This is an optimization exercise on Yosys and OpenROAD, whose aim is small area and a short achievable clock period, not a production implementation.
At most, simulation tests tie the RTL to the original design; equivalence was not proved.

==> run X <==
// grad_top
module grad_top (
    input  wire logic        clk,
    input  wire logic        rst,
    input  wire logic        in_valid,
    input  wire logic        sof,
    input  wire logic [7:0]  pixel,
    output logic             out_valid,
    output logic [32:0]      grad
);
Settings: LEC_CHECK=0, CAP_MARGIN=20, CORE_MARGIN=2, CORE_UTILIZATION=65, CTS_CLUSTER_DIAMETER=80, CTS_CLUSTER_SIZE=25, SLEW_MARGIN=20; clock period 26.0 ns.
standard.sh (not shown) runs the stock make flow with config.mk's settings and CLKGATE_MAP_FILE= SYNTH_SCRIPT=/design/flow/synth_recipe.tcl, a recipe that flattens the netlist after the stock synthesis.
==> flow/flow/run.sh <==
#!/bin/bash
# The standard layout, with the port buffers made from buf_4 cells instead of the
# resizer's default pick (a delay cell), so that the ports are not slowed down.
set -euo pipefail
export BUFFER_PORTS_ARGS="-buffer_cell sky130_fd_sc_hd__buf_4"
bash standard.sh > standard.log 2>&1
==> run C: changes against run X <==
--- a/flow/design.v
+++ b/flow/design.v
@@ -41,22 +41,22 @@
     always_ff @(posedge clk) begin
         if (in_v) begin
             sr[0] <= in_pix;
             for (int i = 1; i < 33; i++)
                 sr[i] <= sr[i-1];
         end
     end
-    logic [8:0] vld;
+    logic [7:0] vld;
     always_ff @(posedge clk) begin
         if (!rst)
             vld <= '0;
         else
-            vld <= {vld[7:0], in_v & interior};
+            vld <= {vld[6:0], in_v & interior};
     end
-    assign out_valid = vld[8];
+    assign out_valid = vld[7];
     logic [8:0] dv, dh;
     logic [7:0] av, ah;
     assign dv = {1'b0, sr[0]}  - {1'b0, sr[32]};
     assign dh = {1'b0, sr[15]} - {1'b0, sr[17]};
     assign av = dv[8] ? 8'(-dv[7:0]) : dv[7:0];
     assign ah = dh[8] ? 8'(-dh[7:0]) : dh[7:0];
     logic [7:0] r1_av, r1_ah;
@@ -526,14 +526,26 @@
     assign dq6_x = {1'b0, dq6_t} - {1'b0, {1'b0, p3_dsr}};
     assign dq6_d = dq6_x[8:0];
     assign dq6_ge = !dq6_x[9];
     logic [7:0] dq6_r;
     assign dq6_r = dq6_ge ? dq6_d[7:0] : dq6_t[7:0];
     logic [6:0] dq6_q;
     assign dq6_q = {dq5_q, dq6_ge};
+    logic [8:0] dq7_t;
+    assign dq7_t = {dq6_r, 1'b0};
+    logic [8:0] dq7_d;
+    logic dq7_ge;
+    logic [9:0] dq7_x;
+    assign dq7_x = {1'b0, dq7_t} - {1'b0, {1'b0, p3_dsr}};
+    assign dq7_d = dq7_x[8:0];
+    assign dq7_ge = !dq7_x[9];
+    logic [7:0] dq7_r;
+    assign dq7_r = dq7_ge ? dq7_d[7:0] : dq7_t[7:0];
+    logic [7:0] dq7_q;
+    assign dq7_q = {dq6_q, dq7_ge};
     logic [5:0] sq3_c, sq3_t;
     assign sq3_c = 6'({p3_srem, p3_srad[11:10]});
     assign sq3_t = 6'({p3_sroot, 2'b01});
     logic [5:0] sq3_a, sq3_b;
     assign sq3_a = sq3_c;
     assign sq3_b = sq3_t;
     logic [5:0] sq3_g, sq3_p, sq3_d;
@@ -749,65 +761,65 @@
     assign sq5_d[7] = sq5_p[7] ^ sq5_cy[7];
     assign sq5_ge = sq5_cy[8];
     logic [6:0] sq5_r;
     logic [5:0] sq5_q;
     assign sq5_r = sq5_ge ? sq5_d[6:0] : sq5_c[6:0];
     assign sq5_q = {sq4_q, sq5_ge};
     logic [7:0] p4_drem;
-    logic [6:0] p4_dquo;
+    logic [7:0] p4_dquo;
     logic [7:0] p4_dsr;
     logic p4_neg;
     logic [16:0] p4_srad;
     logic [6:0] p4_srem;
     logic [5:0] p4_sroot;
     always_ff @(posedge clk) begin
-        p4_drem <= dq6_r;
-        p4_dquo <= dq6_q;
+        p4_drem <= dq7_r;
+        p4_dquo <= dq7_q;
         p4_dsr  <= p3_dsr;
         p4_neg  <= p3_neg;
         p4_srad <= p3_srad;
         p4_srem  <= sq5_r;
         p4_sroot <= sq5_q;
     end
-    logic [8:0] dq7_t;
-    assign dq7_t = {p4_drem, 1'b0};
-    logic [8:0] dq7_d;
-    logic dq7_ge;
-    logic [9:0] dq7_x;
-    assign dq7_x = {1'b0, dq7_t} - {1'b0, {1'b0, p4_dsr}};
-    assign dq7_d = dq7_x[8:0];
-    assign dq7_ge = !dq7_x[9];
-    logic [7:0] dq7_r;
-    assign dq7_r = dq7_ge ? dq7_d[7:0] : dq7_t[7:0];
-    logic [7:0] dq7_q;
-    assign dq7_q = {p4_dquo, dq7_ge};
     logic [8:0] dq8_t;
-    assign dq8_t = {dq7_r, 1'b0};
+    assign dq8_t = {p4_drem, 1'b0};
     logic [8:0] dq8_d;
     logic dq8_ge;
     logic [9:0] dq8_x;
     assign dq8_x = {1'b0, dq8_t} - {1'b0, {1'b0, p4_dsr}};
     assign dq8_d = dq8_x[8:0];
     assign dq8_ge = !dq8_x[9];
     logic [7:0] dq8_r;
     assign dq8_r = dq8_ge ? dq8_d[7:0] : dq8_t[7:0];
     logic [8:0] dq8_q;
-    assign dq8_q = {dq7_q, dq8_ge};
+    assign dq8_q = {p4_dquo, dq8_ge};
     logic [8:0] dq9_t;
     assign dq9_t = {dq8_r, 1'b0};
     logic [8:0] dq9_d;
     logic dq9_ge;
     logic [9:0] dq9_x;
     assign dq9_x = {1'b0, dq9_t} - {1'b0, {1'b0, p4_dsr}};
     assign dq9_d = dq9_x[8:0];
     assign dq9_ge = !dq9_x[9];
     logic [7:0] dq9_r;
     assign dq9_r = dq9_ge ? dq9_d[7:0] : dq9_t[7:0];
     logic [9:0] dq9_q;
     assign dq9_q = {dq8_q, dq9_ge};
+    logic [8:0] dq10_t;
+    assign dq10_t = {dq9_r, 1'b0};
+    logic [8:0] dq10_d;
+    logic dq10_ge;
+    logic [9:0] dq10_x;
+    assign dq10_x = {1'b0, dq10_t} - {1'b0, {1'b0, p4_dsr}};
+    assign dq10_d = dq10_x[8:0];
+    assign dq10_ge = !dq10_x[9];
+    logic [7:0] dq10_r;
+    assign dq10_r = dq10_ge ? dq10_d[7:0] : dq10_t[7:0];
+    logic [10:0] dq10_q;
+    assign dq10_q = {dq9_q, dq10_ge};
     logic [8:0] sq6_c, sq6_t;
     assign sq6_c = 9'({p4_srem, p4_srad[5:4]});
     assign sq6_t = 9'({p4_sroot, 2'b01});
     logic [8:0] sq6_a, sq6_b;
     assign sq6_a = sq6_c;
     assign sq6_b = sq6_t;
     logic [8:0] sq6_g, sq6_p, sq6_d;
@@ -994,53 +1006,65 @@
     assign sq7_d[9] = sq7_p[9] ^ sq7_cy[9];
     assign sq7_ge = sq7_cy[10];
     logic [8:0] sq7_r;
     logic [7:0] sq7_q;
     assign sq7_r = sq7_ge ? sq7_d[8:0] : sq7_c[8:0];
     assign sq7_q = {sq6_q, sq7_ge};
     logic [7:0] p5_drem;
-    logic [9:0] p5_dquo;
+    logic [10:0] p5_dquo;
     logic [7:0] p5_dsr;
     logic p5_neg;
     logic [16:0] p5_srad;
     logic [8:0] p5_srem;
     logic [7:0] p5_sroot;
     always_ff @(posedge clk) begin
-        p5_drem <= dq9_r;
-        p5_dquo <= dq9_q;
+        p5_drem <= dq10_r;
+        p5_dquo <= dq10_q;
         p5_dsr  <= p4_dsr;
         p5_neg  <= p4_neg;
         p5_srad <= p4_srad;
         p5_srem  <= sq7_r;
         p5_sroot <= sq7_q;
     end
-    logic [8:0] dq10_t;
-    assign dq10_t = {p5_drem, 1'b0};
-    logic [8:0] dq10_d;
-    logic dq10_ge;
-    logic [9:0] dq10_x;
-    assign dq10_x = {1'b0, dq10_t} - {1'b0, {1'b0, p5_dsr}};
-    assign dq10_d = dq10_x[8:0];
-    assign dq10_ge = !dq10_x[9];
-    logic [7:0] dq10_r;
-    assign dq10_r = dq10_ge ? dq10_d[7:0] : dq10_t[7:0];
-    logic [10:0] dq10_q;
-    assign dq10_q = {p5_dquo, dq10_ge};
     logic [8:0] dq11_t;
-    assign dq11_t = {dq10_r, 1'b0};
+    assign dq11_t = {p5_drem, 1'b0};
     logic [8:0] dq11_d;
     logic dq11_ge;
     logic [9:0] dq11_x;
     assign dq11_x = {1'b0, dq11_t} - {1'b0, {1'b0, p5_dsr}};
     assign dq11_d = dq11_x[8:0];
     assign dq11_ge = !dq11_x[9];
     logic [7:0] dq11_r;
     assign dq11_r = dq11_ge ? dq11_d[7:0] : dq11_t[7:0];
     logic [11:0] dq11_q;
-    assign dq11_q = {dq10_q, dq11_ge};
+    assign dq11_q = {p5_dquo, dq11_ge};
+    logic [8:0] dq12_t;
+    assign dq12_t = {dq11_r, 1'b0};
+    logic [8:0] dq12_d;
+    logic dq12_ge;
+    logic [9:0] dq12_x;
+    assign dq12_x = {1'b0, dq12_t} - {1'b0, {1'b0, p5_dsr}};
+    assign dq12_d = dq12_x[8:0];
+    assign dq12_ge = !dq12_x[9];
+    logic [7:0] dq12_r;
+    assign dq12_r = dq12_ge ? dq12_d[7:0] : dq12_t[7:0];
+    logic [12:0] dq12_q;
+    assign dq12_q = {dq11_q, dq12_ge};
+    logic [8:0] dq13_t;
+    assign dq13_t = {dq12_r, 1'b0};
+    logic [8:0] dq13_d;
+    logic dq13_ge;
+    logic [9:0] dq13_x;
+    assign dq13_x = {1'b0, dq13_t} - {1'b0, {1'b0, p5_dsr}};
+    assign dq13_d = dq13_x[8:0];
+    assign dq13_ge = !dq13_x[9];
+    logic [7:0] dq13_r;
+    assign dq13_r = dq13_ge ? dq13_d[7:0] : dq13_t[7:0];
+    logic [13:0] dq13_q;
+    assign dq13_q = {dq12_q, dq13_ge};
     logic [10:0] sq8_c, sq8_t;
     assign sq8_c = 11'({p5_srem, p5_srad[1:0]});
     assign sq8_t = 11'({p5_sroot, 2'b01});
     logic [10:0] sq8_a, sq8_b;
     assign sq8_a = sq8_c;
     assign sq8_b = sq8_t;
     logic [10:0] sq8_g, sq8_p, sq8_d;
@@ -1267,65 +1291,65 @@
     assign sq9_d[11] = sq9_p[11] ^ sq9_cy[11];
     assign sq9_ge = sq9_cy[12];
     logic [10:0] sq9_r;
     logic [9:0] sq9_q;
     assign sq9_r = sq9_ge ? sq9_d[10:0] : sq9_c[10:0];
     assign sq9_q = {sq8_q, sq9_ge};
     logic [7:0] p6_drem;
-    logic [11:0] p6_dquo;
+    logic [13:0] p6_dquo;
     logic [7:0] p6_dsr;
     logic p6_neg;
     logic [16:0] p6_srad;
     logic [10:0] p6_srem;
     logic [9:0] p6_sroot;
     always_ff @(posedge clk) begin
-        p6_drem <= dq11_r;
-        p6_dquo <= dq11_q;
+        p6_drem <= dq13_r;
+        p6_dquo <= dq13_q;
         p6_dsr  <= p5_dsr;
         p6_neg  <= p5_neg;
         p6_srad <= p5_srad;
         p6_srem  <= sq9_r;
         p6_sroot <= sq9_q;
     end
-    logic [8:0] dq12_t;
-    assign dq12_t = {p6_drem, 1'b0};
-    logic [8:0] dq12_d;
-    logic dq12_ge;
-    logic [9:0] dq12_x;
-    assign dq12_x = {1'b0, dq12_t} - {1'b0, {1'b0, p6_dsr}};
-    assign dq12_d = dq12_x[8:0];
-    assign dq12_ge = !dq12_x[9];
-    logic [7:0] dq12_r;
-    assign dq12_r = dq12_ge ? dq12_d[7:0] : dq12_t[7:0];
-    logic [12:0] dq12_q;
-    assign dq12_q = {p6_dquo, dq12_ge};
-    logic [8:0] dq13_t;
-    assign dq13_t = {dq12_r, 1'b0};
-    logic [8:0] dq13_d;
-    logic dq13_ge;
-    logic [9:0] dq13_x;
-    assign dq13_x = {1'b0, dq13_t} - {1'b0, {1'b0, p6_dsr}};
-    assign dq13_d = dq13_x[8:0];
-    assign dq13_ge = !dq13_x[9];
-    logic [7:0] dq13_r;
-    assign dq13_r = dq13_ge ? dq13_d[7:0] : dq13_t[7:0];
-    logic [13:0] dq13_q;
-    assign dq13_q = {dq12_q, dq13_ge};
     logic [8:0] dq14_t;
-    assign dq14_t = {dq13_r, 1'b0};
+    assign dq14_t = {p6_drem, 1'b0};
     logic [8:0] dq14_d;
     logic dq14_ge;
     logic [9:0] dq14_x;
     assign dq14_x = {1'b0, dq14_t} - {1'b0, {1'b0, p6_dsr}};
     assign dq14_d = dq14_x[8:0];
     assign dq14_ge = !dq14_x[9];
     logic [7:0] dq14_r;
     assign dq14_r = dq14_ge ? dq14_d[7:0] : dq14_t[7:0];
     logic [14:0] dq14_q;
-    assign dq14_q = {dq13_q, dq14_ge};
+    assign dq14_q = {p6_dquo, dq14_ge};
+    logic [8:0] dq15_t;
+    assign dq15_t = {dq14_r, 1'b0};
+    logic [8:0] dq15_d;
+    logic dq15_ge;
+    logic [9:0] dq15_x;
+    assign dq15_x = {1'b0, dq15_t} - {1'b0, {1'b0, p6_dsr}};
+    assign dq15_d = dq15_x[8:0];
+    assign dq15_ge = !dq15_x[9];
+    logic [7:0] dq15_r;
+    assign dq15_r = dq15_ge ? dq15_d[7:0] : dq15_t[7:0];
+    logic [15:0] dq15_q;
+    assign dq15_q = {dq14_q, dq15_ge};
+    logic [8:0] dq16_t;
+    assign dq16_t = {dq15_r, 1'b0};
+    logic [8:0] dq16_d;
+    logic dq16_ge;
+    logic [9:0] dq16_x;
+    assign dq16_x = {1'b0, dq16_t} - {1'b0, {1'b0, p6_dsr}};
+    assign dq16_d = dq16_x[8:0];
+    assign dq16_ge = !dq16_x[9];
+    logic [7:0] dq16_r;
+    assign dq16_r = dq16_ge ? dq16_d[7:0] : dq16_t[7:0];
+    logic [16:0] dq16_q;
+    assign dq16_q = {dq15_q, dq16_ge};
     logic [12:0] sq10_c, sq10_t;
     assign sq10_c = 13'({p6_srem, 2'b00});
     assign sq10_t = 13'({p6_sroot, 2'b01});
     logic [12:0] sq10_a, sq10_b;
     assign sq10_a = sq10_c;
     assign sq10_b = sq10_t;
     logic [12:0] sq10_g, sq10_p, sq10_d;
@@ -1448,57 +1472,17 @@
     assign sq10_d[11] = sq10_p[11] ^ sq10_cy[11];
     assign sq10_d[12] = sq10_p[12] ^ sq10_cy[12];
     assign sq10_ge = sq10_cy[13];
     logic [11:0] sq10_r;
     logic [10:0] sq10_q;
     assign sq10_r = sq10_ge ? sq10_d[11:0] : sq10_c[11:0];
     assign sq10_q = {p6_sroot, sq10_ge};
-    logic [7:0] p7_drem;
-    logic [14:0] p7_dquo;
-    logic [7:0] p7_dsr;
-    logic p7_neg;
-    logic [16:0] p7_srad;
-    logic [11:0] p7_srem;
-    logic [10:0] p7_sroot;
-    always_ff @(posedge clk) begin
-        p7_drem <= dq14_r;
-        p7_dquo <= dq14_q;
-        p7_dsr  <= p6_dsr;
-        p7_neg  <= p6_neg;
-        p7_srad <= p6_srad;
-        p7_srem  <= sq10_r;
-        p7_sroot <= sq10_q;
-    end
-    logic [8:0] dq15_t;
-    assign dq15_t = {p7_drem, 1'b0};
-    logic [8:0] dq15_d;
-    logic dq15_ge;
-    logic [9:0] dq15_x;
-    assign dq15_x = {1'b0, dq15_t} - {1'b0, {1'b0, p7_dsr}};
-    assign dq15_d = dq15_x[8:0];
-    assign dq15_ge = !dq15_x[9];
-    logic [7:0] dq15_r;
-    assign dq15_r = dq15_ge ? dq15_d[7:0] : dq15_t[7:0];
-    logic [15:0] dq15_q;
-    assign dq15_q = {p7_dquo, dq15_ge};
-    logic [8:0] dq16_t;
-    assign dq16_t = {dq15_r, 1'b0};
-    logic [8:0] dq16_d;
-    logic dq16_ge;
-    logic [9:0] dq16_x;
-    assign dq16_x = {1'b0, dq16_t} - {1'b0, {1'b0, p7_dsr}};
-    assign dq16_d = dq16_x[8:0];
-    assign dq16_ge = !dq16_x[9];
-    logic [7:0] dq16_r;
-    assign dq16_r = dq16_ge ? dq16_d[7:0] : dq16_t[7:0];
-    logic [16:0] dq16_q;
-    assign dq16_q = {dq15_q, dq16_ge};
     logic [13:0] sq11_c, sq11_t;
-    assign sq11_c = 14'({p7_srem, 2'b00});
-    assign sq11_t = 14'({p7_sroot, 2'b01});
+    assign sq11_c = 14'({sq10_r, 2'b00});
+    assign sq11_t = 14'({sq10_q, 2'b01});
     logic [13:0] sq11_a, sq11_b;
     assign sq11_a = sq11_c;
     assign sq11_b = sq11_t;
     logic [13:0] sq11_g, sq11_p, sq11_d;
     logic [14:0] sq11_cy;
     logic sq11_ge;
     assign sq11_g[0] = sq11_a[0] & !sq11_b[0];
@@ -1624,58 +1608,58 @@
     assign sq11_d[11] = sq11_p[11] ^ sq11_cy[11];
     assign sq11_d[12] = sq11_p[12] ^ sq11_cy[12];
     assign sq11_d[13] = sq11_p[13] ^ sq11_cy[13];
     assign sq11_ge = sq11_cy[14];
     logic [12:0] sq11_r;
     logic [11:0] sq11_q;
     assign sq11_r = sq11_ge ? sq11_d[12:0] : sq11_c[12:0];
-    assign sq11_q = {p7_sroot, sq11_ge};
-    logic [7:0] p8_drem;
-    logic [16:0] p8_dquo;
-    logic [7:0] p8_dsr;
-    logic p8_neg;
-    logic [16:0] p8_srad;
-    logic [12:0] p8_srem;
-    logic [11:0] p8_sroot;
+    assign sq11_q = {sq10_q, sq11_ge};
+    logic [7:0] p7_drem;
+    logic [16:0] p7_dquo;
+    logic [7:0] p7_dsr;
+    logic p7_neg;
+    logic [16:0] p7_srad;
+    logic [12:0] p7_srem;
+    logic [11:0] p7_sroot;
     always_ff @(posedge clk) begin
-        p8_drem <= dq16_r;
-        p8_dquo <= dq16_q;
-        p8_dsr  <= p7_dsr;
-        p8_neg  <= p7_neg;
-        p8_srad <= p7_srad;
-        p8_srem  <= sq11_r;
-        p8_sroot <= sq11_q;
+        p7_drem <= dq16_r;
+        p7_dquo <= dq16_q;
+        p7_dsr  <= p6_dsr;
+        p7_neg  <= p6_neg;
+        p7_srad <= p6_srad;
+        p7_srem  <= sq11_r;
+        p7_sroot <= sq11_q;
     end
     logic [8:0] dq17_t;
-    assign dq17_t = {p8_drem, 1'b0};
+    assign dq17_t = {p7_drem, 1'b0};
     logic [8:0] dq17_d;
     logic dq17_ge;
     logic [9:0] dq17_x;
-    assign dq17_x = {1'b0, dq17_t} - {1'b0, {1'b0, p8_dsr}};
+    assign dq17_x = {1'b0, dq17_t} - {1'b0, {1'b0, p7_dsr}};
     assign dq17_d = dq17_x[8:0];
     assign dq17_ge = !dq17_x[9];
     logic [7:0] dq17_r;
     assign dq17_r = dq17_ge ? dq17_d[7:0] : dq17_t[7:0];
     logic [17:0] dq17_q;
-    assign dq17_q = {p8_dquo, dq17_ge};
+    assign dq17_q = {p7_dquo, dq17_ge};
     logic [8:0] dq18_t;
     assign dq18_t = {dq17_r, 1'b0};
     logic [8:0] dq18_d;
     logic dq18_ge;
     logic [9:0] dq18_x;
-    assign dq18_x = {1'b0, dq18_t} - {1'b0, {1'b0, p8_dsr}};
+    assign dq18_x = {1'b0, dq18_t} - {1'b0, {1'b0, p7_dsr}};
     assign dq18_d = dq18_x[8:0];
     assign dq18_ge = !dq18_x[9];
     logic [7:0] dq18_r;
     assign dq18_r = dq18_ge ? dq18_d[7:0] : dq18_t[7:0];
     logic [18:0] dq18_q;
     assign dq18_q = {dq17_q, dq18_ge};
     logic [14:0] sq12_c, sq12_t;
-    assign sq12_c = 15'({p8_srem, 2'b00});
-    assign sq12_t = 15'({p8_sroot, 2'b01});
+    assign sq12_c = 15'({p7_srem, 2'b00});
+    assign sq12_t = 15'({p7_sroot, 2'b01});
     logic [14:0] sq12_a, sq12_b;
     assign sq12_a = sq12_c;
     assign sq12_b = sq12_t;
     logic [14:0] sq12_g, sq12_p, sq12_d;
     logic [15:0] sq12_cy;
     logic sq12_ge;
     assign sq12_g[0] = sq12_a[0] & !sq12_b[0];
@@ -1817,22 +1801,22 @@
     assign sq12_d[12] = sq12_p[12] ^ sq12_cy[12];
     assign sq12_d[13] = sq12_p[13] ^ sq12_cy[13];
     assign sq12_d[14] = sq12_p[14] ^ sq12_cy[14];
     assign sq12_ge = sq12_cy[15];
     logic [13:0] sq12_r;
     logic [12:0] sq12_q;
     assign sq12_r = sq12_ge ? sq12_d[13:0] : sq12_c[13:0];
-    assign sq12_q = {p8_sroot, sq12_ge};
+    assign sq12_q = {p7_sroot, sq12_ge};
     logic [18:0] q, q_low, q_neg;
     logic [19:0] tan;
     assign q = dq18_q;
     assign q_low[0] = 1'b0;
     for (genvar i = 1; i < 19; i++) begin : g_low
         assign q_low[i] = |q[i-1:0];
     end
     assign q_neg = q ^ q_low;
-    assign tan = p8_neg ? {1'b1, (&q) ? 19'd0 : q_neg} : {1'b0, q};
+    assign tan = p7_neg ? {1'b1, (&q) ? 19'd0 : q_neg} : {1'b0, q};
     always_ff @(posedge clk) begin
         grad <= {sq12_q, tan};
     end
 endmodule
 `default_nettype wire
==> flow/run.sh (new file) <==
#!/bin/bash
# synth_recipe.tcl (not shown) runs the flow's synth.tcl, then flattens the netlist and writes it again
# the make line also repeats each setting of config.mk as NAME=value (left out here)
make -C /OpenROAD-flow-scripts/flow DESIGN_CONFIG=/design/flow/config.mk WORK_HOME=/design/flow/orfs CLKGATE_MAP_FILE= SYNTH_SCRIPT=/design/flow/synth_recipe.tcl finish
removed: flow/flow/run.sh
removed: flow/standard.sh
==> summary of the runs <==
- Run X completed with no timing, DRC or antenna violations. Run C produced a clean layout.
- Of run C and run X, run C has the higher synthesized cell count (gap about 2.4%, measured against run X).
- Of run X and run C, run X has the higher utilization (gap 0.11 points).
- Between run X and run C, the lower global-route usage is in run X (gap 1.6 points).
- Clock skew: run X is lower than run C (1.5 ps).
- In register-to-register slack, run X and run C hardly differ.
- Critical path depth: run X is higher than run C (26).
- In run X the wire length is smaller than in run C, by 6.2%.
- Against run X, the first-iteration DRC count of run C is higher by 30%.
- Against run C, the cell area of run X is larger by about 2.3%.
==> figures <==
Global-route wire length before repair: run X 83.7 mm; run C 89.2 mm
Synth top area share: run X 26.4%; run C 26.5%
Compound-Gate Fraction of Synth Area: run X 10.0%; run C 11.5%
Nets@finish: run X 3003; run C 3051
Multi-input gates: run X 1630; run C 1740
Number of global-route vias before repair: run X 17880; run C 18728
Mux contribution to synthesized area: run X 4.86%; run C 4.40%
Outcome: run X finished clean; run C finished clean
DIE HEIGHT: run X 220 µm; run C 219 µm
Final area over synthesized area: run X 1.076x; run C 1.070x
Average footprint of a synthesized cell: run X 11.7 µm²; run C 11.3 µm²
Worst Setup EP: run X p3_drem[5]; run C grad[15]
Final sequential cell count: run X 666; run C 616
Final Non-Filler Cells: run X 3291; run C 3329
Area of the core region: run X 46400 µm²; run C 45400 µm²
Critical path arrival: run X 6980 ps; run C 1520 ps
Critical Path Fanout Max: run X 12; run C 1
Number of filler cells placed in the layout: run X 3310; run C 3260
Count of mapped cells out of synthesis: run X 2594; run C 2657
Num rows: run X 79; run C 78
For run X, only the layout was checked, not whether the RTL still works.

what the ideal ports hide:
How much do the figures lean on ideal ports? The routed layouts below were timed once more, with nothing changed but the port constraints. Step 1 (the two cells are an assumption about what drives the block):
set clk [get_ports {clk}]
set_driving_cell -lib_cell sky130_fd_sc_hd__clkbuf_16 $clk
set_driving_cell -lib_cell sky130_fd_sc_hd__buf_2 [delete_from_list [all_inputs] $clk]
Step 2, shift: input delay + t, output delay - t, t = (earliest + latest rising clock arrival at the registers) / 2. This alone moves slack from input paths to output paths. Three values: ideal ports, drivers, drivers and shift; two values: the first two.
run | shift t [ns] | setup slack, ns | worst setup path at the end
run X | 0.623 | 19.489 / 19.489 / 19.489 | register to register
run C | 0.663 | 19.280 / 19.221 / 19.503 | register to register
After both steps setup and hold are still met in every run listed.
